Context: an optimization exercise on an open-source flow, tuned for small area and few clock cycles per item. The choices shown serve that exercise and are no tape-out recipe.
The RTL was checked by simulation tests, not by an equivalence proof against the original design.
Power figures rest on the tool's default switching activity, not on a simulated workload.

## flow/design.v (module list and top-level ports; edited modules follow where they fit)
// module dtsg_sine_rom: 82 lines
// module dtsg_fa: 10 lines
// module dtsg_ha: 9 lines
// module dual_tone_sample_generator_top: 1843 lines
module dual_tone_sample_generator_top (
    input  wire logic                                aclk,
    input  wire logic                                aresetn,
    input  wire logic                                s_tvalid,
    output logic                                     s_tready,
    input  wire logic [dtsg_pkg::S_TDATA_W-1:0]      s_tdata,    
    output logic                                     m_tvalid,
    input  wire logic                                m_tready,
    output logic [dtsg_pkg::M_TDATA_W-1:0]           m_tdata,    
    output logic [0:0]                               m_tuser,    
    input  wire logic                                cfg_wr_en,
    input  wire logic [dtsg_pkg::CFG_INDEX_W-1:0]    cfg_index,
    input  wire logic [dtsg_pkg::CFG_DATA_W-1:0]     cfg_wdata
);
  // ...
==> flow/run.sh <==
#!/bin/bash
# synth_recipe.tcl (not shown) runs the flow's synth.tcl, then flattens the netlist and writes it again
# the make line also repeats each setting of config.mk as NAME=value (left out here)
make -C /OpenROAD-flow-scripts/flow DESIGN_CONFIG=/design/flow/config.mk WORK_HOME=/design/flow/orfs CLKGATE_MAP_FILE= SYNTH_SCRIPT=/design/flow/synth_recipe.tcl finish
==> flow/config.mk <==
export PLATFORM = sky130hd
export DESIGN_NAME = dual_tone_sample_generator_top
export DESIGN_NICKNAME = dual_tone_sample_generator_top
export VERILOG_FILES = /design/flow/design.v
export SDC_FILE = /design/flow/constraint.sdc
export NUM_CORES = 4
export LEC_CHECK = 0
export ABC_AREA = 1
export ABC_CLOCK_PERIOD_IN_PS = 10000
export CAP_MARGIN = 20
export CORE_MARGIN = 2
export CORE_UTILIZATION = 40
export SLEW_MARGIN = 20
export SYNTH_HIERARCHICAL = 1
export SYNTH_MINIMUM_KEEP_SIZE = 0
==> flow/constraint.sdc <==
create_clock -name core_clock -period 10.0 [get_ports {aclk}]
set_input_delay 2.0000 -clock core_clock [delete_from_list [all_inputs] [get_ports {aclk}]]
set_output_delay 2.0000 -clock core_clock [all_outputs]
set_load 0.01 [all_outputs]
==> out/qor.csv, run 1 <==
stage,metric,value,unit
critical_path,FF-to-FF Start,count_reg[1],
clock_tree,Hold Buf Count CTS,0,
layout,register area,7360,um2
power_and_ir_drop,Pwr Total,5.32,mW
run_status,outcome,"complete, no violations",
floorplan,Initial Utilization,0.404,
routing,DR pass1 iterations,7,
routing,top routing layer used,met4,
critical_path,max incr delay on CP,0.62,ns
sta,RSZ-0062 raised after global routing,false,
layout,# fillers,5559,
layout,Final Instance Area,25300,um2
logic_synthesis,"EDFF count, synth",243,
layout,Top class by area,multi-input gates,
global_routing,largest net degree at the start of global routing,85,
logic_synthesis,Async SR Flop Fraction,0,
clock_tree,worst-skew pair later-pin latency,0.55,ns
placed_design,Placed Area,24400,um2
layout,NumNets Final,3137,
critical_path,CP startpoint,count_reg[1],
logic_synthesis,Post-Syn Area,23300,um2
routing,WL/cell,17.3,um
logic_synthesis,main combinational cell family by area after synthesis,adder cells,
floorplan,tap cells,765,
routing,met3 routed WL,4040,um
critical_path,WP data required,10.22,ns
global_routing,first-pass GRT wire length,99100,um
worst_hold_path,Hold Crit Endpoint,m_tvalid_reg,
floorplan,Die Span Y,245,um
layout,most frequent cells in the layout,"nand2_1, inv_1, fa_1",
layout,non-filler instance count after layout,3510,
critical_path,Setup crit end kind,flip-flop,
logic_synthesis,mux cell area share after synthesis,0,
Testbench counts, summed over its fixed seeds: cycles 16,064, items 16,000.
==> inputs of run 2 (changes only) <==
--- a/flow/design.v
+++ b/flow/design.v
@@ -159,19 +159,17 @@
         if (wr_step_a) phase_step_a_reg <= wsel(dtsg_pkg::RST_PHASE_STEP_A);
         if (wr_step_b) phase_step_b_reg <= wsel(dtsg_pkg::RST_PHASE_STEP_B);
         if (wr_mode)   tone_mode_reg    <= wd0[0];
         if (wr_amp)    amplitude_reg    <= 15'(wsel(32'(dtsg_pkg::RST_AMPLITUDE)));
         if (wr_dur)    duration_reg     <= wd0;
     end
     logic s1_valid_reg;
     logic s1_adv, accept;
-    logic m_tvalid_reg, out_adv;
-    assign out_adv  = !m_tvalid_reg || m_tready;
-    assign s1_adv   = !s1_valid_reg || out_adv;
+    assign s1_adv   = !s1_valid_reg || m_tready;
     assign s_tready = s1_adv;
     assign accept   = s_tvalid && s1_adv;
     logic [31:0] phase_a_reg, phase_b_reg, phase_a_inc, phase_b_inc;
     logic [31:0] count_reg, count_inc;
     logic        phase_zero_reg;
     logic        count_full, count_ge;
     logic        restart, past_end, done0;
     logic        adv_phase, adv_count;
@@ -361,22 +359,22 @@
     logic o1597, a1598, a1599, o1600, a1601, a1602, o1603, a1604, o1605, a1606, a1607, o1608;
     logic a1609, a1610, o1611, a1612, a1613, o1614, a1615, o1616, a1617, a1618, o1619, a1620;
     logic a1621, o1622, o1623, n1624, a1625, n1626, o1627, n1628, a1629, n1630, o1631, n1632;
     logic a1633, n1634, o1635, n1636, a1637, n1638, o1639, n1640, a1641, n1642, o1643, n1644;
     logic a1645, n1646, o1647, n1648, a1649, n1650, o1651, n1652, a1653, n1654, o1655, n1656;
     logic a1657, n1658, o1659, n1660, a1661, n1662, o1663, n1664, a1665, n1666, o1667, n1668;
     logic a1669, n1670, o1671, n1672, a1673, n1674, o1675, n1676, a1677, n1678, o1679, n1680;
     logic a1681, n1682, o1683, n1684, a1685, n1686, a1687, o1688, a1689, a1690, o1691, a1692;
-    logic a1693, o1694, a1695, a1696, o1697, a1698, o1699, a1700, a1701, o1702, a1703, a1704;
-    logic o1705, a1706, a1707, o1708, a1709, o1710, a1711, a1712, o1713, a1714, a1715, o1716;
-    logic a1717, a1718, o1719, a1720, o1721, a1722, a1723, o1724, a1725, a1726, o1727, a1728;
-    logic a1729, o1730, n1731, s1732, c1733, s1734, c1735, s1736, c1737, s1738, c1739, n1740;
-    logic s1741, c1742, s1743, c1744, s1745, c1746, s1747, c1748, n1749, s1750, c1751, s1752;
-    logic c1753, s1754, c1755, s1756, c1757, n1758, s1759, c1760, s1761, c1762, s1763, c1764;
+    logic a1693, o1694, a1695, o1696, a1697, a1698, o1699, a1700, a1701, o1702, a1703, o1704;
+    logic a1705, a1706, o1707, a1708, a1709, o1710, a1711, o1712, a1713, a1714, o1715, a1716;
+    logic a1717, o1718, a1719, o1720, a1721, a1722, o1723, a1724, o1725, a1726, a1727, o1728;
+    logic n1729, s1730, c1731, s1732, c1733, s1734, c1735, n1736, s1737, c1738, s1739, c1740;
+    logic s1741, c1742, n1743, s1744, c1745, s1746, c1747, s1748, c1749, n1750, s1751, c1752;
+    logic s1753, c1754, s1755, c1756, n1757, s1758, c1759, s1760, c1761, n1762, s1763, c1764;
     logic s1765, c1766;
     assign sdiff1 = neg_a ^ neg_b;
     assign x2 = mag_b[0] ^ sdiff1;
     assign x3 = mag_b[1] ^ sdiff1;
     assign x4 = mag_b[2] ^ sdiff1;
     assign x5 = mag_b[3] ^ sdiff1;
     assign x6 = mag_b[4] ^ sdiff1;
     assign x7 = mag_b[5] ^ sdiff1;
@@ -1869,102 +1867,87 @@
     assign a1685 = c1528 & sgn_n1108;
     assign n1686 = ~a1685;
     assign a1687 = n1630 & n1624;
     assign o1688 = n1628 | a1687;
     assign a1689 = n1626 & n1630;
     assign a1690 = n1634 & o1688;
     assign o1691 = n1632 | a1690;
     assign a1692 = a1689 & n1634;
-    assign a1693 = n1638 & o1691;
-    assign o1694 = n1636 | a1693;
-    assign a1695 = a1692 & n1638;
-    assign a1696 = a1695 & o1622;
-    assign o1697 = o1694 | a1696;
-    assign a1698 = n1646 & n1640;
+    assign a1693 = a1692 & o1622;
+    assign o1694 = o1691 | a1693;
+    assign a1695 = n1642 & n1636;
+    assign o1696 = n1640 | a1695;
+    assign a1697 = n1638 & n1642;
+    assign a1698 = n1646 & o1696;
     assign o1699 = n1644 | a1698;
-    assign a1700 = n1642 & n1646;
-    assign a1701 = n1650 & o1699;
-    assign o1702 = n1648 | a1701;
-    assign a1703 = a1700 & n1650;
-    assign a1704 = n1654 & o1702;
-    assign o1705 = n1652 | a1704;
-    assign a1706 = a1703 & n1654;
-    assign a1707 = a1706 & o1697;
-    assign o1708 = o1705 | a1707;
-    assign a1709 = n1662 & n1656;
-    assign o1710 = n1660 | a1709;
-    assign a1711 = n1658 & n1662;
-    assign a1712 = n1666 & o1710;
-    assign o1713 = n1664 | a1712;
-    assign a1714 = a1711 & n1666;
-    assign a1715 = n1670 & o1713;
-    assign o1716 = n1668 | a1715;
-    assign a1717 = a1714 & n1670;
-    assign a1718 = a1717 & o1708;
-    assign o1719 = o1716 | a1718;
-    assign a1720 = n1678 & n1672;
-    assign o1721 = n1676 | a1720;
-    assign a1722 = n1674 & n1678;
-    assign a1723 = n1682 & o1721;
-    assign o1724 = n1680 | a1723;
-    assign a1725 = a1722 & n1682;
-    assign a1726 = n1686 & o1724;
-    assign o1727 = n1684 | a1726;
-    assign a1728 = a1725 & n1686;
-    assign a1729 = a1728 & o1719;
-    assign o1730 = o1727 | a1729;
-    assign n1731 = ~o1622;
-    dtsg_fa u_s1732 (.a(c1498), .b(s1499), .ci(n1731), .s(s1732), .co(c1733));
-    dtsg_fa u_s1734 (.a(c1500), .b(s1501), .ci(c1733), .s(s1734), .co(c1735));
-    dtsg_fa u_s1736 (.a(c1502), .b(s1503), .ci(c1735), .s(s1736), .co(c1737));
-    dtsg_fa u_s1738 (.a(c1504), .b(s1505), .ci(c1737), .s(s1738), .co(c1739));
-    assign n1740 = ~o1697;
-    dtsg_fa u_s1741 (.a(c1506), .b(s1507), .ci(n1740), .s(s1741), .co(c1742));
-    dtsg_fa u_s1743 (.a(c1508), .b(s1509), .ci(c1742), .s(s1743), .co(c1744));
-    dtsg_fa u_s1745 (.a(c1510), .b(s1511), .ci(c1744), .s(s1745), .co(c1746));
-    dtsg_fa u_s1747 (.a(c1512), .b(s1513), .ci(c1746), .s(s1747), .co(c1748));
-    assign n1749 = ~o1708;
-    dtsg_fa u_s1750 (.a(c1514), .b(s1515), .ci(n1749), .s(s1750), .co(c1751));
-    dtsg_fa u_s1752 (.a(c1516), .b(s1517), .ci(c1751), .s(s1752), .co(c1753));
-    dtsg_fa u_s1754 (.a(c1518), .b(s1519), .ci(c1753), .s(s1754), .co(c1755));
-    dtsg_fa u_s1756 (.a(c1520), .b(s1521), .ci(c1755), .s(s1756), .co(c1757));
-    assign n1758 = ~o1719;
-    dtsg_fa u_s1759 (.a(c1522), .b(s1523), .ci(n1758), .s(s1759), .co(c1760));
-    dtsg_fa u_s1761 (.a(c1524), .b(s1525), .ci(c1760), .s(s1761), .co(c1762));
-    dtsg_fa u_s1763 (.a(c1526), .b(s1527), .ci(c1762), .s(s1763), .co(c1764));
+    assign a1700 = a1697 & n1646;
+    assign a1701 = a1700 & o1694;
+    assign o1702 = o1699 | a1701;
+    assign a1703 = n1654 & n1648;
+    assign o1704 = n1652 | a1703;
+    assign a1705 = n1650 & n1654;
+    assign a1706 = n1658 & o1704;
+    assign o1707 = n1656 | a1706;
+    assign a1708 = a1705 & n1658;
+    assign a1709 = a1708 & o1702;
+    assign o1710 = o1707 | a1709;
+    assign a1711 = n1666 & n1660;
+    assign o1712 = n1664 | a1711;
+    assign a1713 = n1662 & n1666;
+    assign a1714 = n1670 & o1712;
+    assign o1715 = n1668 | a1714;
+    assign a1716 = a1713 & n1670;
+    assign a1717 = a1716 & o1710;
+    assign o1718 = o1715 | a1717;
+    assign a1719 = n1678 & n1672;
+    assign o1720 = n1676 | a1719;
+    assign a1721 = n1674 & n1678;
+    assign a1722 = a1721 & o1718;
+    assign o1723 = o1720 | a1722;
+    assign a1724 = n1686 & n1680;
+    assign o1725 = n1684 | a1724;
+    assign a1726 = n1682 & n1686;
+    assign a1727 = a1726 & o1723;
+    assign o1728 = o1725 | a1727;
+    assign n1729 = ~o1622;
+    dtsg_fa u_s1730 (.a(c1498), .b(s1499), .ci(n1729), .s(s1730), .co(c1731));
+    dtsg_fa u_s1732 (.a(c1500), .b(s1501), .ci(c1731), .s(s1732), .co(c1733));
+    dtsg_fa u_s1734 (.a(c1502), .b(s1503), .ci(c1733), .s(s1734), .co(c1735));
+    assign n1736 = ~o1694;
+    dtsg_fa u_s1737 (.a(c1504), .b(s1505), .ci(n1736), .s(s1737), .co(c1738));
+    dtsg_fa u_s1739 (.a(c1506), .b(s1507), .ci(c1738), .s(s1739), .co(c1740));
+    dtsg_fa u_s1741 (.a(c1508), .b(s1509), .ci(c1740), .s(s1741), .co(c1742));
+    assign n1743 = ~o1702;
+    dtsg_fa u_s1744 (.a(c1510), .b(s1511), .ci(n1743), .s(s1744), .co(c1745));
+    dtsg_fa u_s1746 (.a(c1512), .b(s1513), .ci(c1745), .s(s1746), .co(c1747));
+    dtsg_fa u_s1748 (.a(c1514), .b(s1515), .ci(c1747), .s(s1748), .co(c1749));
+    assign n1750 = ~o1710;
+    dtsg_fa u_s1751 (.a(c1516), .b(s1517), .ci(n1750), .s(s1751), .co(c1752));
+    dtsg_fa u_s1753 (.a(c1518), .b(s1519), .ci(c1752), .s(s1753), .co(c1754));
+    dtsg_fa u_s1755 (.a(c1520), .b(s1521), .ci(c1754), .s(s1755), .co(c1756));
+    assign n1757 = ~o1718;
+    dtsg_fa u_s1758 (.a(c1522), .b(s1523), .ci(n1757), .s(s1758), .co(c1759));
+    dtsg_fa u_s1760 (.a(c1524), .b(s1525), .ci(c1759), .s(s1760), .co(c1761));
+    assign n1762 = ~o1723;
+    dtsg_fa u_s1763 (.a(c1526), .b(s1527), .ci(n1762), .s(s1763), .co(c1764));
     dtsg_fa u_s1765 (.a(c1528), .b(sgn_n1108), .ci(c1764), .s(s1765), .co(c1766));
-    assign scaled[0] = ~(s1732 ^ s1_neg_reg);
-    assign scaled[1] = ~(s1734 ^ s1_neg_reg);
-    assign scaled[2] = ~(s1736 ^ s1_neg_reg);
-    assign scaled[3] = ~(s1738 ^ s1_neg_reg);
-    assign scaled[4] = ~(s1741 ^ s1_neg_reg);
-    assign scaled[5] = ~(s1743 ^ s1_neg_reg);
-    assign scaled[6] = ~(s1745 ^ s1_neg_reg);
-    assign scaled[7] = ~(s1747 ^ s1_neg_reg);
-    assign scaled[8] = ~(s1750 ^ s1_neg_reg);
-    assign scaled[9] = ~(s1752 ^ s1_neg_reg);
-    assign scaled[10] = ~(s1754 ^ s1_neg_reg);
-    assign scaled[11] = ~(s1756 ^ s1_neg_reg);
-    assign scaled[12] = ~(s1759 ^ s1_neg_reg);
-    assign scaled[13] = ~(s1761 ^ s1_neg_reg);
+    assign scaled[0] = ~(s1730 ^ s1_neg_reg);
+    assign scaled[1] = ~(s1732 ^ s1_neg_reg);
+    assign scaled[2] = ~(s1734 ^ s1_neg_reg);
+    assign scaled[3] = ~(s1737 ^ s1_neg_reg);
+    assign scaled[4] = ~(s1739 ^ s1_neg_reg);
+    assign scaled[5] = ~(s1741 ^ s1_neg_reg);
+    assign scaled[6] = ~(s1744 ^ s1_neg_reg);
+    assign scaled[7] = ~(s1746 ^ s1_neg_reg);
+    assign scaled[8] = ~(s1748 ^ s1_neg_reg);
+    assign scaled[9] = ~(s1751 ^ s1_neg_reg);
+    assign scaled[10] = ~(s1753 ^ s1_neg_reg);
+    assign scaled[11] = ~(s1755 ^ s1_neg_reg);
+    assign scaled[12] = ~(s1758 ^ s1_neg_reg);
+    assign scaled[13] = ~(s1760 ^ s1_neg_reg);
     assign scaled[14] = ~(s1763 ^ s1_neg_reg);
     assign scaled[15] = ~(s1765 ^ s1_neg_reg);
-    logic [dtsg_pkg::M_TDATA_W-1:0] m_tdata_reg;
-    logic                           m_done_reg;
-    always_ff @(posedge aclk) begin
-        if (!aresetn) begin
-            m_tvalid_reg <= 1'b0;
-        end else if (out_adv) begin
-            m_tvalid_reg <= s1_valid_reg;
-        end
-    end
-    always_ff @(posedge aclk) begin
-        if (out_adv) begin
-            m_tdata_reg <= scaled;
-            m_done_reg  <= s1_done_reg;
-        end
-    end
-    assign m_tvalid   = m_tvalid_reg;
-    assign m_tdata    = m_tdata_reg;
-    assign m_tuser[0] = m_done_reg;
+    assign m_tvalid   = s1_valid_reg;
+    assign m_tdata    = scaled;
+    assign m_tuser[0] = s1_done_reg;
 endmodule
 `default_nettype wire
--- a/flow/config.mk
+++ b/flow/config.mk
@@ -5,11 +5,12 @@
 export SDC_FILE = /design/flow/constraint.sdc
 export NUM_CORES = 4
 export LEC_CHECK = 0
 export ABC_AREA = 1
 export ABC_CLOCK_PERIOD_IN_PS = 10000
 export CAP_MARGIN = 20
 export CORE_MARGIN = 2
 export CORE_UTILIZATION = 40
+export CTS_BUF_LIST = sky130_fd_sc_hd__clkbuf_4
 export SLEW_MARGIN = 20
 export SYNTH_HIERARCHICAL = 1
 export SYNTH_MINIMUM_KEEP_SIZE = 0
==> run 2 against run 1 <==
Effect of this change: combinational power rose by 49%; synthesized area fell by 2.6%; utilization rose by 0.54 points; non-clock buffer count rose by 44; cell area fell by 1.3%.
==> out/qor.csv, run 2 <==
stage,metric,value,unit,change
run_status,outcome,"complete, no violations",,
sta,final worst path period need,9.58,ns,
routing,routed wire length,60100,um,
routing,DRT iter0 DRCs,1469,,
critical_path,CP dominant cell by count,nand2_1,,
logic_synthesis,yosys warns,8,,
critical_path,crit path DAT,7.58,ns,
worst_hold_path,Hold Path Depth,2,,
logic_synthesis,cell count after synthesis,2690,,
sta,Final WS setup,0.422,ns,
critical_path,CP max stage cell,clkdlybuf4s50_1,,
sta,Final Hold Viols,0,,
critical_path,kind of cell adding the most delay to the critical path,adder cells,,
routing,met3 routed WL,3650,um,-9.8%
sta,period utilization,0.958,,
run,Max Cap Viol,0,,
critical_path,reg2reg setup slack,2.83,ns,
floorplan,FP Rows,87,,
layout,Area Growth Syn to Fin,10.3,%,
power_and_ir_drop,LEAKAGE,10.4,nW,
layout,Final Util,0.445,,
critical_path,CP startpoint kind,flip-flop,,
routing,wl on met1,26100,um,
routing,top routing layer used,met4,,
worst_hold_path,Min-Delay Path Class,reg -> reg,,
logic_synthesis,#FFs+latches synth,228,,
critical_path,Setup crit end kind,primary output,,
floorplan,width of the die,242,um,
routing,antenna-violating nets left,0,,
clock_tree,CTS Buffer Depth,3,,
logic_synthesis,most common cell in the synthesized netlist,nand2_1,,
logic_synthesis,"Seq/Total Area, Yosys",0.301,,
floorplan,overall die area,58500,um2,
routing,post-DR vias/cell,5.15,,
power_and_ir_drop,VDD IR max,0.383,mV,
layout,share of layout cells above drive strength 1,0.0836,,
sta,relative slew slack,0.345,,
logic_synthesis,"EDFF count, synth",226,,-7.0%
global_routing,GRT Overall Usage,0.207,,
critical_path,Levels on crit path,28,,
clock_tree,CTS H-tree depth,2,,
sta,Layout Skew,0.0814,ns,
placed_design,HPWL Detailed,44000,um,
routing,via count,18300,,
global_routing,antenna violations before repair,2,,
sta,Setup Viol. Count Final,0,,
clock_tree,CTS tree,done,,
logic_synthesis,area fraction of the dominant cell type after synthesis,0.300,,
clock_tree,clk sinks,228,,
critical_path,max incr delay on CP,0.55,ns,-0.07 ns
logic_synthesis,dominant cells by area after synthesis,"edfxtp_1, fa_1, nand2_1",,
critical_path,WP data required,8.00,ns,-2.22 ns
placed_design,DP Worst Slack,0.651,ns,
global_routing,largest net degree at the start of global routing,65,,-24%
power_and_ir_drop,Pwr Total,6.29,mW,+18%
floorplan,Die Span Y,242,um,-1.3%
logic_synthesis,Synth cell types,49,,
sta,worst-margin pin slew,0.980,ns,
global_routing,first-pass GRT wire length,97700,um,-1.4%
global_routing,total grt overflow,0,,
sta,max-slew violation count,0,,
logic_synthesis,Post-Syn Area,22600,um2,-2.6%
layout,"commonest non-fill, non-tap cell in the layout",nand2_1,,
logic_synthesis,cell taking the most area after synthesis,edfxtp_1,,
global_routing,via count of the first global-routing pass,18800,,
clock_tree,"Reg clk slew, reported paths",0.06,ns,
clock_tree,worst-skew pair later-pin latency,0.74,ns,+0.19 ns
logic_synthesis,Synthesized Nets,3103,,
routing,WL/cell,16.9,um,-2.3%
routing,DR pass1 iterations,5,,-2
critical_path,kind of critical path,reg -> out,,
floorplan,Ports,67,,
floorplan,Initial Utilization,0.403,,-0.000731
sta,fmax,104,MHz,
power_and_ir_drop,power per cell area,252,nW/um2,
routing,met2 WL,29000,um,
floorplan,Core Region,56200,um2,
logic_synthesis,synth cell count leaders,"nand2_1, fa_1, inv_1, edfxtp_1, nand3_1",,
placed_design,port buffer count,59,,
critical_path,Crit Path Max Fanout,14,,
clock_tree,clock root buffer,clkbuf_4,,
clock_tree,clock buffer count from CTS,57,,
layout,non-filler instance count after layout,3558,,+1.4%
critical_path,Bufs and invs on worst path,5,,
critical_path,reg2reg path depth,35,,
layout,most frequent cells in the layout,"nand2_1, fa_1, inv_1",,
layout,NumNets Final,3173,,+1.1%
logic_synthesis,"Primary FF master, synth",edfxtp_1,,
logic_synthesis,Syn Area/Cell,8.42,um2,
routing,DRC violations left,0,,
placed_design,GPL Wtd Cong,0.900,,
logic_synthesis,Async SR Flop Fraction,0,,unchanged
placed_design,post-placement cell count,3421,,
## run 2: changes by cell type after synthesis, sizes merged, moves of 6 or more
cell | previous run | this run
edfxtp | 243 | 226
xnor2 | 16 | 28
xor2 | 10 | 4
o21ai | 75 | 67
nor2 | 158 | 170
inv | 312 | 289
## run 2: report_power, final
part	switching [mW]	internal (mW)	leakage (nW)	total [mW]
combinational	2.26	1.93	7.76	4.19
sequential	0.136	1.17	2.26	1.31
clock	0.382	0.408	0.415	0.790
total	2.78	3.51	10.4	6.29
## run 2: cells by family after synthesis
group,synth area share
AND/OR/NAND/NOR,0.275
buffers and inverters,0.0719
adder cells (fa/ha/maj),0.297
flip-flops,0.301
AO/OA/AOI/OAI,0.0402
XOR/XNOR,0.0150
## run 2: metal layers
metal / track usage / vias to the layer above
li1: - / 8659
met1: 0.280 / 8949
met2: 0.350 / 618
met3: 0.0256 / 104
met4: 0.0581 / 0
met5: 0 / -
## run 2: worst paths after layout
check | start | to
max | tone_mode_reg | m_tdata[11]
min | phase_zero_reg | phase_zero_reg
max reg2reg | count_reg[0] | count_reg[11]
min reg2reg | phase_zero_reg | phase_zero_reg
## run 2: through the flow
stage / TNS (ns) / hold WS, ns / area [um2]
finish: 0 / 0.487 / 25000
global route: -0.0272 / 0.509 / 25000
CTS: 0 / 0.490 / 24600
detailed placement: 0 / 0.480 / 23900
global placement: 0 / 0.473 / 23900
floorplan: 0 / 0.420 / 22600
## run 2: final cells by class
class | instances | area [um2]
diodes | 2 | 5.00
fillers | 5628 | 31200
flip-flops and latches | 228 | 6830
inverters | 289 | 1110
clock inverters | 22 | 144
repair buffers | 119 | 1100
multi-input cells | 2065 | 14300
well taps | 756 | 946
clock buffers | 77 | 578
## run 2: timing repair
action / in CTS / in global routing
resized for setup: 5 / 12
buffers inserted: 0 / 35
endpoints found under the setup margin: 1 / 7
gates cloned: 0 / 0
hold buffers: 0 / 0
## run 2: Yosys stat by module (local to each module, per instance)
module                          cell area [um2]  times used  flip-flops and latches  cells
dtsg_ha                                    12.5          35                       0      1
dtsg_fa                                    20.0         287                       0      1
dual_tone_sample_generator_top            12900           1                     228   1610
dtsg_sine_rom                              1790           2                       0    379
## run 2: worst reg2reg max path, delay by kind of cell (launching register included)
kind / cells / cell delay, ns
adders and majority gates: 31 / 5.74
buffers and inverters: 2 / 0.45
DFF: 1 / 0.43
and+or+nand+nor: 2 / 0.16
Testbench counts of run 2, summed over its fixed seeds: cycles 16,032, items 16,000.
==> inputs of run 3 (changes only) <==
--- a/flow/config.mk
+++ b/flow/config.mk
@@ -12,3 +12,3 @@
 export CORE_UTILIZATION = 40
-export CTS_BUF_LIST = sky130_fd_sc_hd__clkbuf_4
+export CTS_BUF_LIST = sky130_fd_sc_hd__clkbuf_8
 export SLEW_MARGIN = 20
==> run 3 against run 2 <==
Effect of this change: still clean; register-to-register slack is essentially flat; die area is the same; critical path depth shrank 1; via count decreased by 1.1%; clock power shrank 2%; cell area fell by 1.0%; wire length decreased by 0.62%; setup slack improved by 0.017 ns; power shrank 0.78%; synthesized area stayed put; worst hold slack is essentially flat; critical path type unchanged; critical endpoint unchanged.
==> out/qor.csv, run 3 <==
stage,metric,value,unit,change
power_and_ir_drop,LEAKAGE,10.3,nW,-1.2%
global_routing,total grt overflow,0,,unchanged
critical_path,FF-to-FF Start,count_reg[0],,
critical_path,kind of critical path,reg -> out,,
run_status,outcome,"complete, no violations",,
logic_synthesis,yosys warns,8,,unchanged
clock_tree,CTS H-tree depth,2,,unchanged
logic_synthesis,#FFs+latches synth,228,,unchanged
logic_synthesis,Synth cell types,49,,unchanged
logic_synthesis,Async SR Flop Fraction,0,,unchanged
clock_tree,CTS tree,done,,
worst_hold_path,Min-Delay Path Class,reg -> reg,,
sta,period utilization,0.956,,-0.00168
logic_synthesis,dominant cells by area after synthesis,"edfxtp_1, fa_1, nand2_1",,
sta,fmax,105,MHz,+0.18%
layout,most frequent cells in the layout,"nand2_1, fa_1, inv_1",,
clock_tree,Hold Buf Count CTS,0,,unchanged
routing,DRT iter0 DRCs,1387,,-5.6%
clock_tree,clock root buffer,clkbuf_8,,
placed_design,GPL Wtd Cong,0.900,,unchanged
clock_tree,clock buffer count from CTS,38,,-33%
logic_synthesis,Syn Area/Cell,8.42,um2,unchanged
critical_path,WP data required,8.00,ns,about the same
sta,worst-margin pin slew,0.979,ns,-0.00125 ns
logic_synthesis,area fraction of the dominant cell type after synthesis,0.300,,unchanged
routing,DRC violations left,0,,unchanged
sta,final worst path period need,9.56,ns,-0.0168 ns
critical_path,Crit Path Max Fanout,13,,-1
placed_design,HPWL Detailed,44000,um,unchanged
layout,"commonest non-fill, non-tap cell in the layout",nand2_1,,
power_and_ir_drop,Pwr Total,6.24,mW,-0.78%
floorplan,width of the die,242,um,unchanged
power_and_ir_drop,power per cell area,253,nW/um2,+0.26%
sta,Layout Skew,0.0198,ns,-0.0617 ns
routing,routed wire length,59700,um,-0.62%
routing,post-DR vias/cell,5.17,,+0.31%
layout,share of layout cells above drive strength 1,0.0640,,-0.0196
routing,via count,18100,,-1.1%
critical_path,Setup crit end kind,primary output,,
layout,multi-input logic area,14200,um2,about the same
layout,# fillers,5636,,+0.14%
critical_path,CP startpoint kind,flip-flop,,
sta,relative slew slack,0.346,,+0.000837
logic_synthesis,synth cell count leaders,"nand2_1, fa_1, inv_1, edfxtp_1, nand3_1",,
worst_hold_path,HP Start,phase_zero_reg,,
floorplan,Ports,67,,unchanged
logic_synthesis,most common cell in the synthesized netlist,nand2_1,,
layout,NumNets Final,3134,,-1.2%
global_routing,via count of the first global-routing pass,18600,,-1.1%
layout,register area,6830,um2,unchanged
run,Max Cap Viol,0,,unchanged
floorplan,Initial Utilization,0.403,,unchanged
logic_synthesis,cell count after synthesis,2690,,unchanged
critical_path,reg2reg path depth,35,,unchanged
logic_synthesis,Synthesized Nets,3103,,unchanged
routing,DR pass1 iterations,5,,unchanged
logic_synthesis,cell taking the most area after synthesis,edfxtp_1,,
global_routing,GRT Overall Usage,0.206,,-0.000764
sta,Final Hold Viols,0,,unchanged
floorplan,Die Span Y,242,um,unchanged
critical_path,crit path DAT,7.56,ns,-0.02 ns
global_routing,antenna violations before repair,1,,-1
floorplan,FP Rows,87,,unchanged
floorplan,overall die area,58500,um2,unchanged
sta,RSZ-0062 raised after global routing,false,,
logic_synthesis,"EDFF count, synth",226,,unchanged
sta,max-slew violation count,0,,unchanged
layout,Area Growth Syn to Fin,9.12,%,
critical_path,reg2reg setup slack,2.84,ns,about the same
power_and_ir_drop,VDD IR max,0.381,mV,-0.41%
layout,n_diodes,0,,-2
worst_hold_path,Hold Path Depth,2,,unchanged
clock_tree,worst-skew pair later-pin latency,0.55,ns,-0.19 ns
placed_design,port buffer count,59,,unchanged
clock_tree,clk sinks,228,,unchanged
sta,Setup Viol. Count Final,0,,unchanged
global_routing,first-pass GRT wire length,97400,um,-0.32%
logic_synthesis,"Primary FF master, synth",edfxtp_1,,
clock_tree,"Reg clk slew, reported paths",0.06,ns,about the same
clock_tree,CTS Buffer Depth,3,,unchanged
critical_path,R2R Path End,count_reg[11],,
logic_synthesis,"Seq/Total Area, Yosys",0.301,,unchanged
global_routing,largest net degree at the start of global routing,65,,unchanged
sta,final setup TNS,0,ns,unchanged
routing,WL/cell,17.0,um,+0.82%
floorplan,Core Region,56200,um2,unchanged
logic_synthesis,Post-Syn Area,22600,um2,unchanged
routing,antenna-violating nets left,0,,unchanged
worst_hold_path,Hold Crit Endpoint,phase_zero_reg,,
run 3: cell counts after synthesis:
No cell type changed its count.
run 3: cell families (layout without fill, tap and decap cells):
logic type,count (synthesis),after routing,share of synthesized area
flops,228,228,0.301
compound gates,153,153,0.0402
xor+xnor,32,32,0.0150
fa+ha+maj,365,365,0.297
buf+inv,397,458,0.0719
simple gates,1515,1515,0.275
run 3: layer usage:
metal | vias to the layer above | GRT usage | routed length, um
li1 | 8554 | - | -
met1 | 8922 | 0.282 | 26200
met2 | 567 | 0.348 | 28800
met3 | 81 | 0.0243 | 3460
met4 | 0 | 0.0536 | 1280
met5 | - | 0 | 0
run 3: critical path, stage by stage (launching register included):
cell	delay, ns
edfxtp_1	0.54
buf_4	0.22
nand2_1	0.08
nand2_1	0.14
inv_1	0.47
nand2_1	0.13
fa_1	0.52
fa_1	0.46
fa_1	0.42
fa_1	0.52
fa_1	0.45
a221oi_1	0.28
nand2_1	0.08
nand2_1	0.06
nand2_1	0.05
nand2_1	0.10
nand2_1	0.06
nand2_1	0.10
nand2_1	0.06
nand2_1	0.12
nand2_1	0.07
nand2_1	0.09
inv_1	0.06
fa_1	0.38
fa_1	0.39
fa_1	0.50
xnor2_1	0.12
clkdlybuf4s50_1	0.55
run 3: what timing repair did:
action                                  in CTS  in global routing
resized for setup                            0                  4
buffers inserted                             0                 15
endpoints found under the setup margin       0                  7
run 3: worst max path at each step:
stage | start | to | slack (ns) | depth (start not counted)
global placement | tone_mode_reg | m_tdata[11] | 0.74 | 26
floorplan | tone_mode_reg | m_tdata[11] | 1.42 | 27
detailed placement | tone_mode_reg | m_tdata[11] | 0.65 | 26
CTS | tone_mode_reg | m_tdata[11] | 0.06 | 26
global route | tone_mode_reg | m_tdata[11] | 0.01 | 27
finish | tone_mode_reg | m_tdata[11] | 0.44 | 27
run 3: layout make-up:
class	instances	share of cell area
sequential	228	0.276
multi-input combinational	2065	0.576
tap	756	0.0383
inverter	289	0.0442
clock buffer	38	0.0212
clock inverter	32	0.00714
timing repair buffer	99	0.0367
run 3: stage by stage:
step,util,worst slack [ns],instances,cell area [um2],hold slack [ns]
floorplan,-,1.42,2690,22600,0.420
global placement,0.425,0.735,3421,23900,0.473
detailed placement,0.425,0.651,3421,23900,0.480
CTS,0.437,0.0648,3491,24600,0.489
global route,0.440,0.0111,3507,24700,0.509
finish,0.440,0.439,3507,24700,0.487
run 3: report_power, final:
part,leakage [nW],internal [mW],switching (mW)
Sequential,2.26,1.18,0.136
Combinational,7.68,1.91,2.25
Clock,0.381,0.387,0.384
run 3: modules after synthesis, one instance, submodules excluded:
module	cells inside	area, um2	flip-flops and latches	copies in the design
dual_tone_sample_generator_top	1610	12900	228	1
dtsg_fa	1	20.0	0	287
dtsg_sine_rom	379	1790	0	2
dtsg_ha	1	12.5	0	35
==> inputs of run 4 (changes only) <==
--- a/flow/config.mk
+++ b/flow/config.mk
@@ -13,2 +13,4 @@
 export CTS_BUF_LIST = sky130_fd_sc_hd__clkbuf_8
+export CTS_CLUSTER_DIAMETER = 60
+export CTS_CLUSTER_SIZE = 20
 export SLEW_MARGIN = 20
==> run 4 against run 3 <==
Effect of this change: still clean; sequential share of layout area is 0.26 points higher; cell area is 0.94% lower; critical path depth stayed put; clock power is 19% lower; utilization is 0.41 points lower; clock-buffer cell count is 19 lower; worst hold slack better by 0.010 ns; sequential power hardly changed; wire length is 0.97% lower; synthesized cell count stayed put; clock skew is 0.027 ns higher; synthesized area stayed put.
==> out/qor.csv, run 4 <==
stage,metric,value,unit,change
run_status,outcome,"complete, no violations",,
placed_design,Placed Area,23900,um2,unchanged
routing,via count,18000,,-0.46%
critical_path,CP dominant cell by count,nand2_1,,
logic_synthesis,area fraction of the dominant cell type after synthesis,0.300,,unchanged
global_routing,GRT Overall Usage,0.204,,-0.00215
floorplan,Ports,67,,unchanged
logic_synthesis,Syn Area/Cell,8.42,um2,unchanged
routing,DRC violations left,0,,unchanged
sta,period utilization,0.955,,about the same
logic_synthesis,Synthesized Nets,3103,,unchanged
layout,share of layout cells above drive strength 1,0.0571,,-0.00689
logic_synthesis,Post-Syn Area,22600,um2,unchanged
routing,DR pass1 iterations,5,,unchanged
layout,Final Instance Area,24500,um2,-0.94%
routing,antenna-violating nets left,0,,unchanged
critical_path,WP data required,8.00,ns,about the same
sta,Layout Skew,0.0467,ns,+0.0270 ns
floorplan,Core Region,56200,um2,unchanged
logic_synthesis,dominant cells by area after synthesis,"edfxtp_1, fa_1, nand2_1",,
sta,RSZ-0062 raised after global routing,false,,
sta,relative slew slack,0.354,,+0.00823
sta,max-slew violation count,0,,unchanged
logic_synthesis,Async SR Flop Fraction,0,,unchanged
floorplan,Initial Utilization,0.403,,unchanged
clock_tree,clock root buffer,clkbuf_8,,
worst_hold_path,Min-Delay Path Class,reg -> reg,,
clock_tree,CTS H-tree depth,1,,-1
sta,worst-margin pin slew,0.967,ns,-0.0123 ns
routing,post-DR vias/cell,5.20,,+0.57%
layout,# fillers,5638,,+0.035%
layout,n_diodes,0,,unchanged
placed_design,HPWL Detailed,44000,um,unchanged
global_routing,largest net degree at the start of global routing,65,,unchanged
critical_path,reg2reg path depth,35,,unchanged
critical_path,CP max stage cell,fa_1,,
critical_path,Bufs and invs on worst path,4,,unchanged
global_routing,first-pass GRT wire length,96700,um,-0.73%
clock_tree,worst-skew pair later-pin latency,0.57,ns,+0.02 ns
floorplan,width of the die,242,um,unchanged
layout,Area Growth Syn to Fin,8.09,%,
power_and_ir_drop,power per cell area,249,nW/um2,-1.5%
logic_synthesis,cell taking the most area after synthesis,edfxtp_1,,
logic_synthesis,"EDFF count, synth",226,,unchanged
critical_path,kind of critical path,reg -> out,,
layout,most frequent cells in the layout,"nand2_1, fa_1, inv_1",,
power_and_ir_drop,LEAKAGE,10.2,nW,-1.4%
floorplan,Die Span Y,242,um,unchanged
layout,NumNets Final,3115,,-0.61%
critical_path,max incr delay on CP,0.55,ns,about the same
sta,fmax,105,MHz,about the same
routing,WL/cell,17.0,um,about the same
logic_synthesis,cell count after synthesis,2690,,unchanged
logic_synthesis,"Primary FF master, synth",edfxtp_1,,
power_and_ir_drop,Pwr Total,6.09,mW,-2.4%
logic_synthesis,most common cell in the synthesized netlist,nand2_1,,
sta,Final Hold Viols,0,,unchanged
logic_synthesis,Synth cell types,49,,unchanged
sta,Setup Viol. Count Final,0,,unchanged
logic_synthesis,"Seq/Total Area, Yosys",0.301,,unchanged
floorplan,overall die area,58500,um2,unchanged
floorplan,FP Rows,87,,unchanged
power_and_ir_drop,VDD IR max,0.381,mV,about the same
global_routing,via count of the first global-routing pass,18300,,-1.3%
global_routing,total grt overflow,0,,unchanged
critical_path,kind of cell adding the most delay to the critical path,adder cells,,
logic_synthesis,yosys warns,8,,unchanged
routing,DRT iter0 DRCs,1424,,+2.7%
sta,final worst path period need,9.55,ns,-0.00693 ns
placed_design,GPL Wtd Cong,0.900,,unchanged
critical_path,crit path DAT,7.55,ns,about the same
critical_path,Levels on crit path,27,,unchanged
worst_hold_path,Hold Path Depth,2,,unchanged
sta,final setup TNS,0,ns,unchanged
clock_tree,"Reg clk slew, reported paths",0.12,ns,+0.06 ns
critical_path,Crit Path Max Fanout,13,,unchanged
run,Max Cap Viol,0,,unchanged
logic_synthesis,#FFs+latches synth,228,,unchanged
logic_synthesis,synth cell count leaders,"nand2_1, fa_1, inv_1, edfxtp_1, nand3_1",,
layout,"commonest non-fill, non-tap cell in the layout",nand2_1,,
routing,routed wire length,59200,um,-0.97%
critical_path,CP startpoint kind,flip-flop,,
clock_tree,clock buffer count from CTS,19,,-50%
clock_tree,CTS Buffer Depth,3,,unchanged
critical_path,Setup crit end kind,primary output,,
clock_tree,clk sinks,228,,unchanged
global_routing,antenna violations before repair,1,,unchanged
clock_tree,CTS tree,done,,
placed_design,port buffer count,59,,unchanged
[run 4: kinds of logic after synthesis]
kind of cell / Yosys count / synth area share
AOI/OAI and AO/OA: 153 / 0.0402
xor gates and xnor gates: 32 / 0.0150
adders and majority gates: 365 / 0.297
buffers and inverters: 397 / 0.0719
DFF: 228 / 0.301
and+or+nand+nor: 1515 / 0.275
[run 4: area by class of cell]
cell class	instances	area [um2]	share of cell area
clock inverter	15	205	0.00838
inverter	289	1090	0.0446
tap	756	946	0.0386
clock buffer	19	262	0.0107
timing repair buffer	99	906	0.0370
multi-input combinational	2065	14200	0.582
sequential	228	6830	0.279
[run 4: routing by layer]
layer  vias up  track usage  wire [um]
met1      8922        0.283      26500
met2       543        0.345      28500
met5         -            0          0
met4         0       0.0488       1190
met3        75       0.0187       2990
li1       8501            -          -
[run 4: power breakdown]
| group | switching, mW | total [mW] | leakage, nW | internal [mW] |
|---|---|---|---|---|
| clock network | 0.349 | 0.626 | 0.240 | 0.277 |
| logic | 2.25 | 4.16 | 7.68 | 1.91 |
| registers | 0.135 | 1.31 | 2.26 | 1.17 |
| total | 2.74 | 6.09 | 10.2 | 3.36 |
[run 4: worst reg2reg max path, delay by kind of cell, from the launching register on]
kind | cells | cell delay, ns
buffers and inverters | 2 | 0.45
adders and majority gates | 31 | 5.74
DFF | 1 | 0.45
and+or+nand+nor | 2 | 0.16
[run 4: modules after synthesis (local to each module, per instance)]
module                          cells inside  flip-flops and latches  area [um2]
dtsg_ha                                    1                       0        12.5
dual_tone_sample_generator_top          1610                     228       12900
dtsg_fa                                    1                       0        20.0
dtsg_sine_rom                            379                       0        1790
[run 4: final timing paths]
check | end | from | slack [ns]
min reg2reg | phase_zero_reg | phase_zero_reg | 0.50
min | phase_zero_reg | phase_zero_reg | 0.50
max reg2reg | count_reg[16] | count_reg[0] | 2.82
max | m_tdata[11] | tone_mode_reg | 0.45
[run 4: repair_timing]
action | 4_1_cts | 5_1_grt
hold buffers | 0 | 0
resized for setup | 0 | 4
setup endpoints to repair | 0 | 7
buffers inserted | 0 | 15
[run 4: stage by stage]
step,util,hold slack [ns],setup WS [ns],cells
finish,0.436,0.497,0.445,3471
floorplan,-,0.420,1.42,2690
global route,0.436,0.518,0.00718,3471
global placement,0.425,0.473,0.735,3421
detailed placement,0.425,0.480,0.651,3421
CTS,0.433,0.498,0.00691,3455
==> inputs of run 5 (changes only) <==
--- a/flow/config.mk
+++ b/flow/config.mk
@@ -12,5 +12,2 @@
 export CORE_UTILIZATION = 40
-export CTS_BUF_LIST = sky130_fd_sc_hd__clkbuf_8
-export CTS_CLUSTER_DIAMETER = 60
-export CTS_CLUSTER_SIZE = 20
 export SLEW_MARGIN = 20
==> run 5 against run 4 <==
Effect of this change: setup slack better by 0.013 ns; worst hold slack worse by 0.011 ns; sequential share of layout area decreased by 0.46 points; sequential power hardly changed; cell area rose by 1.7%; sequential cell count unchanged; largest cell class unchanged; highest routed layer unchanged.
==> out/qor.csv, run 5 <==
stage,metric,value,unit,change
placed_design,post-placement cell count,3421,,unchanged
logic_synthesis,"Seq/Total Area, Yosys",0.301,,unchanged
clock_tree,CTS tree,done,,
routing,DRC violations left,0,,unchanged
critical_path,Setup crit end kind,primary output,,
logic_synthesis,cell taking the most area after synthesis,edfxtp_1,,
placed_design,Placed Area,23900,um2,unchanged
logic_synthesis,dominant cells by area after synthesis,"edfxtp_1, fa_1, nand2_1",,
sta,final worst path period need,9.54,ns,-0.0127 ns
sta,relative slew slack,0.345,,-0.00859
critical_path,crit path DAT,7.54,ns,about the same
layout,most frequent cells in the layout,"nand2_1, fa_1, inv_1",,
floorplan,Die Span Y,242,um,unchanged
logic_synthesis,#FFs+latches synth,228,,unchanged
logic_synthesis,area fraction of the dominant cell type after synthesis,0.300,,unchanged
logic_synthesis,Post-Syn Area,22600,um2,unchanged
floorplan,Ports,67,,unchanged
floorplan,FP Rows,87,,unchanged
power_and_ir_drop,VDD IR max,0.381,mV,about the same
critical_path,Crit Path Max Fanout,13,,unchanged
sta,RSZ-0062 raised after global routing,false,,
global_routing,antenna violations before repair,1,,unchanged
routing,routed wire length,59600,um,+0.76%
power_and_ir_drop,power per cell area,259,nW/um2,+4.2%
floorplan,Initial Utilization,0.403,,unchanged
logic_synthesis,most common cell in the synthesized netlist,nand2_1,,
critical_path,CP startpoint kind,flip-flop,,
critical_path,WP data required,8.00,ns,about the same
layout,Final Instance Area,24900,um2,+1.7%
placed_design,GPL Wtd Cong,0.900,,unchanged
floorplan,width of the die,242,um,unchanged
logic_synthesis,Async SR Flop Fraction,0,,unchanged
logic_synthesis,cell count after synthesis,2690,,unchanged
layout,n_diodes,0,,unchanged
power_and_ir_drop,Switching Share,0.431,,-0.0181
clock_tree,CTS H-tree depth,1,,unchanged
power_and_ir_drop,LEAKAGE,10.4,nW,+1.7%
power_and_ir_drop,Gate power share,0.644,,-0.039
logic_synthesis,Synthesized Nets,3103,,unchanged
global_routing,total grt overflow,0,,unchanged
clock_tree,clk sinks,228,,unchanged
layout,Final Util,0.443,,+0.00724
logic_synthesis,synth cell count leaders,"nand2_1, fa_1, inv_1, edfxtp_1, nand3_1",,
clock_tree,Hold Buf Count CTS,0,,unchanged
sta,final setup TNS,0,ns,unchanged
sta,Layout Skew,0.0221,ns,-0.0247 ns
sta,Final Hold Viols,0,,unchanged
global_routing,via count of the first global-routing pass,18500,,+0.79%
placed_design,HPWL Detailed,44000,um,unchanged
power_and_ir_drop,Flop pwr share,0.203,,-0.012
routing,WL/cell,17.1,um,+0.41%
logic_synthesis,"Primary FF master, synth",edfxtp_1,,
sta,Final WS setup,0.458,ns,+0.0127 ns
clock_tree,CTS Buffer Depth,3,,unchanged
layout,Area Growth Syn to Fin,9.89,%,
run_status,outcome,"complete, no violations",,
floorplan,Core Region,56200,um2,unchanged
global_routing,GRT Overall Usage,0.206,,+0.00194
power_and_ir_drop,Pwr Total,6.45,mW,+5.9%
logic_synthesis,"EDFF count, synth",226,,unchanged
power_and_ir_drop,Clock power frac,0.152,,+0.049
routing,DR pass1 iterations,5,,unchanged
logic_synthesis,Synth cell types,49,,unchanged
clock_tree,"Reg clk slew, reported paths",0.06,ns,-0.06 ns
layout,share of layout cells above drive strength 1,0.0601,,+0.00305
layout,"commonest non-fill, non-tap cell in the layout",nand2_1,,
clock_tree,clock root buffer,clkbuf_16,,
critical_path,kind of critical path,reg -> out,,
placed_design,DP Worst Slack,0.651,ns,unchanged
routing,DRT iter0 DRCs,1479,,+3.9%
placed_design,port buffer count,59,,unchanged
power_and_ir_drop,P_int,3.67,mW,+9.4%
routing,via count,18100,,+0.42%
layout,non-filler instance count after layout,3483,,+0.35%
sta,max-slew violation count,0,,unchanged
global_routing,first-pass GRT wire length,97500,um,+0.88%
sta,fmax,105,MHz,+0.13%
worst_hold_path,Min-Delay Path Class,reg -> reg,,
sta,Min Hold Slack,0.487,ns,-0.0106 ns
layout,NumNets Final,3121,,+0.19%
floorplan,overall die area,58500,um2,unchanged
sta,worst-margin pin slew,0.979,ns,+0.0129 ns
run,Max Cap Viol,0,,unchanged
routing,post-DR vias/cell,5.20,,about the same
layout,# fillers,5617,,-0.37%
logic_synthesis,Syn Area/Cell,8.42,um2,unchanged
global_routing,largest net degree at the start of global routing,65,,unchanged
power_and_ir_drop,switching power,2.78,mW,+1.6%
logic_synthesis,yosys warns,8,,unchanged
clock_tree,worst-skew pair later-pin latency,0.55,ns,-0.02 ns
sta,period utilization,0.954,,-0.00127
clock_tree,clock buffer count from CTS,25,,+6
routing,antenna-violating nets left,0,,unchanged
sta,Setup Viol. Count Final,0,,unchanged
[run 5: cell count changes in the layout (fill, tap and decap cells not counted)]
cell | previous run | this run
clkbuf_16 | 0 | 25
clkbuf_8 | 19 | 0
clkinv_1 | 0 | 5
clkinv_2 | 1 | 4
clkinvlp_4 | 3 | 6
inv_8 | 4 | 1
bufinv_16 | 3 | 5
clkinv_4 | 2 | 0
clkinv_8 | 2 | 0
inv_1 | 272 | 270
inv_6 | 0 | 2
[run 5: logic make-up (layout without fill, tap and decap cells)]
kind of cell | Yosys count | in the layout | synth area share
AOI/OAI and AO/OA | 153 | 153 | 0.0402
buffers and inverters | 397 | 434 | 0.0719
DFF | 228 | 228 | 0.301
xor gates and xnor gates | 32 | 32 | 0.0150
adders and majority gates | 365 | 365 | 0.297
and+or+nand+nor | 1515 | 1515 | 0.275
[run 5: worst paths after layout]
check | startpoint | end | slack (ns) | cells after the start
worst min register to register | phase_zero_reg | phase_zero_reg | 0.49 | 2
worst max register to register | count_reg[0] | count_reg[10] | 2.83 | 35
worst max-delay path | tone_mode_reg | m_tdata[11] | 0.46 | 27
worst min-delay path | phase_zero_reg | phase_zero_reg | 0.49 | 2
[run 5: Yosys stat by module (local to each module, per instance)]
| module | cells inside | copies in the design |
|---|---|---|
| dual_tone_sample_generator_top | 1610 | 1 |
| dtsg_ha | 1 | 35 |
| dtsg_fa | 1 | 287 |
| dtsg_sine_rom | 379 | 2 |
[run 5: power by group through the flow]
stage	clock network [mW]	registers [mW]	logic (mW)
floorplan	0	1.27	2.94
global placement	0	1.33	4.10
detailed placement	0	1.33	4.18
CTS	1.01	1.31	4.20
global route	1.04	1.33	4.73
finish	0.984	1.31	4.16
[run 5: layout make-up]
cell class	count	area, um2	share of cell area
Timing Repair Buffer	99	906	0.0364
Tap cell	756	946	0.0380
Inverter	289	1090	0.0439
Clock inverter	21	248	0.00996
Multi-Input combinational cell	2065	14200	0.572
Sequential cell	228	6830	0.274
Clock buffer	25	626	0.0251
[run 5: per-layer routing]
layer | track usage | routed length, um | up-vias
met2 | 0.349 | 28800 | 573
met4 | 0.0503 | 1370 | 0
met3 | 0.0203 | 3270 | 97
li1 | - | - | 8523
met1 | 0.284 | 26200 | 8923
met5 | 0 | 0 | -
[run 5: timing repair]
| action | 4_1_cts | 5_1_grt |
|---|---|---|
| setup buffers | 0 | 15 |
| gates resized for setup | 0 | 4 |
| setup endpoints to repair | 0 | 7 |
[run 5: critical path, cell delays in order (launching register included)]
cell	delay, ns
edfxtp_1	0.54
buf_4	0.22
nand2_1	0.08
nand2_1	0.14
inv_1	0.46
nand2_1	0.16
fa_1	0.55
fa_1	0.50
fa_1	0.41
fa_1	0.53
fa_1	0.44
nand2_1	0.10
nand2_1	0.07
nor3_1	0.15
a211oi_1	0.07
nand2_1	0.11
nand2_1	0.06
nand2_1	0.10
nand2_1	0.06
nand2_1	0.11
nand2_1	0.07
nand2_1	0.09
inv_1	0.06
fa_1	0.38
fa_1	0.39
fa_1	0.50
xnor2_1	0.12
clkdlybuf4s50_1	0.55
==> inputs of run 6 (changes only) <==
--- a/flow/config.mk
+++ b/flow/config.mk
@@ -12,2 +12,5 @@
 export CORE_UTILIZATION = 40
+export CTS_BUF_LIST = sky130_fd_sc_hd__clkbuf_16
+export CTS_CLUSTER_DIAMETER = 80
+export CTS_CLUSTER_SIZE = 30
 export SLEW_MARGIN = 20
==> run 6 against run 5 <==
Effect of this change: synthesized area stayed put; maximum frequency increased by 0.29%; global-route usage down 0.26 points; power is 5.9% lower; clock-buffer cell count decreased by 12; wire length decreased by 0.95%; critical path type unchanged; critical endpoint unchanged; largest power group unchanged.
==> out/qor.csv, run 6 <==
stage,metric,value,unit,change
placed_design,HPWL Detailed,44000,um,unchanged
worst_hold_path,Hold Crit Endpoint,phase_zero_reg,,
clock_tree,clk sinks,228,,unchanged
logic_synthesis,"Seq/Total Area, Yosys",0.301,,unchanged
power_and_ir_drop,Gate power share,0.684,,+0.040
placed_design,Placed Area,23900,um2,unchanged
logic_synthesis,#FFs+latches synth,228,,unchanged
critical_path,R2R Path End,count_reg[9],,
sta,period utilization,0.951,,-0.00275
routing,DRC violations left,0,,unchanged
routing,WL/cell,17.1,um,-0.11%
layout,Area Growth Syn to Fin,7.91,%,
floorplan,Initial Utilization,0.403,,unchanged
routing,via count,17900,,-1.0%
critical_path,crit path DAT,7.51,ns,-0.03 ns
worst_hold_path,HP Start,phase_zero_reg,,
sta,Setup Viol. Count Final,0,,unchanged
power_and_ir_drop,power per cell area,249,nW/um2,-4.2%
critical_path,Crit Path Max Fanout,15,,+2
clock_tree,Hold Buf Count CTS,0,,unchanged
layout,Final Util,0.435,,-0.00800
routing,DR pass1 iterations,5,,unchanged
logic_synthesis,area fraction of the dominant cell type after synthesis,0.300,,unchanged
sta,max-slew violation count,0,,unchanged
logic_synthesis,cell taking the most area after synthesis,edfxtp_1,,
logic_synthesis,Synth cell types,49,,unchanged
global_routing,first-pass GRT wire length,96300,um,-1.2%
routing,antenna-violating nets left,0,,unchanged
critical_path,FF-to-FF Start,count_reg[0],,
power_and_ir_drop,switching power,2.71,mW,-2.4%
routing,post-DR vias/cell,5.19,,-0.19%
critical_path,WP data required,8.00,ns,about the same
global_routing,GRT Overall Usage,0.203,,-0.00259
logic_synthesis,Syn Area/Cell,8.42,um2,unchanged
clock_tree,clock buffer count from CTS,13,,-48%
layout,n_diodes,0,,unchanged
layout,most frequent cells in the layout,"nand2_1, fa_1, inv_1",,
floorplan,width of the die,242,um,unchanged
layout,share of layout cells above drive strength 1,0.0511,,-0.00899
clock_tree,worst-skew pair later-pin latency,0.50,ns,-0.05 ns
sta,final worst path period need,9.51,ns,-0.0275 ns
sta,Layout Skew,0.0342,ns,+0.0121 ns
sta,RSZ-0062 raised after global routing,false,,
floorplan,Core Region,56200,um2,unchanged
sta,Final Hold Viols,0,,unchanged
logic_synthesis,cell count after synthesis,2690,,unchanged
logic_synthesis,"EDFF count, synth",226,,unchanged
clock_tree,clock root buffer,clkbuf_16,,
run,Max Cap Viol,0,,unchanged
floorplan,FP Rows,87,,unchanged
critical_path,reg2reg path depth,35,,unchanged
logic_synthesis,Synthesized Nets,3103,,unchanged
global_routing,antenna violations before repair,1,,unchanged
critical_path,kind of critical path,reg -> out,,
sta,final setup TNS,0,ns,unchanged
clock_tree,CTS Buffer Depth,3,,unchanged
critical_path,CP dominant cell by count,nand2_1,,
routing,routed wire length,59000,um,-0.95%
critical_path,CP max stage cell,clkdlybuf4s50_1,,
power_and_ir_drop,Clock power frac,0.101,,-0.051
logic_synthesis,Async SR Flop Fraction,0,,unchanged
power_and_ir_drop,VDD IR max,0.381,mV,about the same
worst_hold_path,Hold Path Depth,2,,unchanged
power_and_ir_drop,LEAKAGE,10.1,nW,-2.1%
power_and_ir_drop,P_int,3.36,mW,-8.6%
critical_path,CP startpoint kind,flip-flop,,
layout,NumNets Final,3106,,-0.48%
clock_tree,CTS tree,done,,
global_routing,via count of the first global-routing pass,18300,,-1.0%
critical_path,max incr delay on CP,0.55,ns,about the same
power_and_ir_drop,Switching Share,0.447,,+0.0161
global_routing,total grt overflow,0,,unchanged
logic_synthesis,Post-Syn Area,22600,um2,unchanged
power_and_ir_drop,Pwr Total,6.07,mW,-5.9%
floorplan,Die Span Y,242,um,unchanged
global_routing,largest net degree at the start of global routing,65,,unchanged
logic_synthesis,dominant cells by area after synthesis,"edfxtp_1, fa_1, nand2_1",,
critical_path,CP startpoint,tone_mode_reg,,
critical_path,reg2reg setup slack,2.81,ns,-0.02 ns
sta,relative slew slack,0.353,,+0.00711
power_and_ir_drop,Flop pwr share,0.215,,+0.012
logic_synthesis,"Primary FF master, synth",edfxtp_1,,
critical_path,Setup crit end kind,primary output,,
logic_synthesis,yosys warns,8,,unchanged
layout,Final Instance Area,24400,um2,-1.8%
floorplan,overall die area,58500,um2,unchanged
placed_design,port buffer count,59,,unchanged
clock_tree,"Reg clk slew, reported paths",0.11,ns,+0.05 ns
clock_tree,CTS H-tree depth,1,,unchanged
layout,"commonest non-fill, non-tap cell in the layout",nand2_1,,
sta,fmax,105,MHz,+0.29%
logic_synthesis,most common cell in the synthesized netlist,nand2_1,,
placed_design,GPL Wtd Cong,0.900,,unchanged
run_status,outcome,"complete, no violations",,
worst_hold_path,Min-Delay Path Class,reg -> reg,,
logic_synthesis,synth cell count leaders,"nand2_1, fa_1, inv_1, edfxtp_1, nand3_1",,
floorplan,Ports,67,,unchanged
sta,worst-margin pin slew,0.969,ns,-0.0106 ns
routing,DRT iter0 DRCs,1346,,-9.0%
## run 6: stage by stage
stage / hold slack (ns) / instances / setup slack, ns
after global routing: 0.517 / 3454 / 0.00262
after global placement: 0.473 / 3421 / 0.735
after floorplan: 0.420 / 2690 / 1.42
after detailed placement: 0.480 / 3421 / 0.651
after CTS: 0.497 / 3441 / 0.106
final: 0.496 / 3454 / 0.486
## run 6: layout make-up
| class | instances | area [um2] |
|---|---|---|
| inverters | 289 | 1090 |
| repair buffers | 96 | 883 |
| clock inverters | 7 | 121 |
| well taps | 756 | 946 |
| flip-flops and latches | 228 | 6830 |
| fillers | 5644 | 31700 |
| multi-input cells | 2065 | 14200 |
| clock buffers | 13 | 325 |
## run 6: modules after synthesis (local to each module, per instance)
module	flip-flops and latches	times used
dtsg_fa	0	287
dtsg_ha	0	35
dtsg_sine_rom	0	2
dual_tone_sample_generator_top	228	1
## run 6: how the worst max path moves through the flow
stage / end / slack (ns) / depth (start not counted)
global route: m_tdata[11] / 0.003 / 26
CTS: m_tdata[11] / 0.11 / 26
detailed placement: m_tdata[11] / 0.65 / 26
floorplan: m_tdata[11] / 1.42 / 27
global placement: m_tdata[11] / 0.74 / 26
finish: m_tdata[11] / 0.49 / 26
## run 6: metal layers
metal / global-route usage / routed length (um)
met1: 0.281 / 26000
met2: 0.346 / 28600
met3: 0.0183 / 3190
met4: 0.0487 / 1270
met5: 0 / 0
## run 6: kinds of logic after synthesis
family | share of synthesized area
compound gates | 0.0402
xor+xnor | 0.0150
fa+ha+maj | 0.297
buf+inv | 0.0719
flops | 0.301
simple gates | 0.275
## run 6: critical path, delay by kind of cell, from the launching register on
family          cells  cell delay, ns
fa+ha+maj           9            4.04
simple gates       11            1.13
buf+inv             4            1.12
flops               1            0.53
xor+xnor            1            0.12
compound gates      1            0.06
## run 6: power by group through the flow
stage	Clock, mW	Combinational, mW	Sequential [mW]
floorplan	0	2.94	1.27
global placement	0	4.10	1.33
detailed placement	0	4.18	1.33
CTS	0.630	4.20	1.31
global route	0.655	4.73	1.33
finish	0.611	4.15	1.31
## run 6: what timing repair did
action,CTS,global route
resized for setup,0,4
endpoints found under the setup margin,0,7
buffers inserted,0,12

-- what the ideal ports hide --
The results above use ideal ports. As a check the final layouts listed here were re-extracted and re-timed, cells and wires unchanged.
Step 1 assumes that a clkbuf_16 drives the clock port and a buf_2 every other input.
Step 2 also shifts input and output timing later by t, the mid clock arrival at the registers, as if the neighbouring blocks saw the same clock.
Slacks: ideal / step 1 / step 2; pairs: ideal / step 1.
run	t, ns	setup slack, ns	pins driven straight from the clock port
run 1	0.598	2.404 / 2.404 / 2.404	1
run 2	0.746	0.422 / 0.375 / 1.122	1
run 3	0.585	0.439 / 0.391 / 0.977	1
run 4	0.597	0.445 / 0.399 / 0.995	1
run 5	0.585	0.458 / 0.408 / 0.993	1
run 6	0.533	0.486 / 0.434 / 0.967	1
After both steps setup and hold are still met in every run listed.
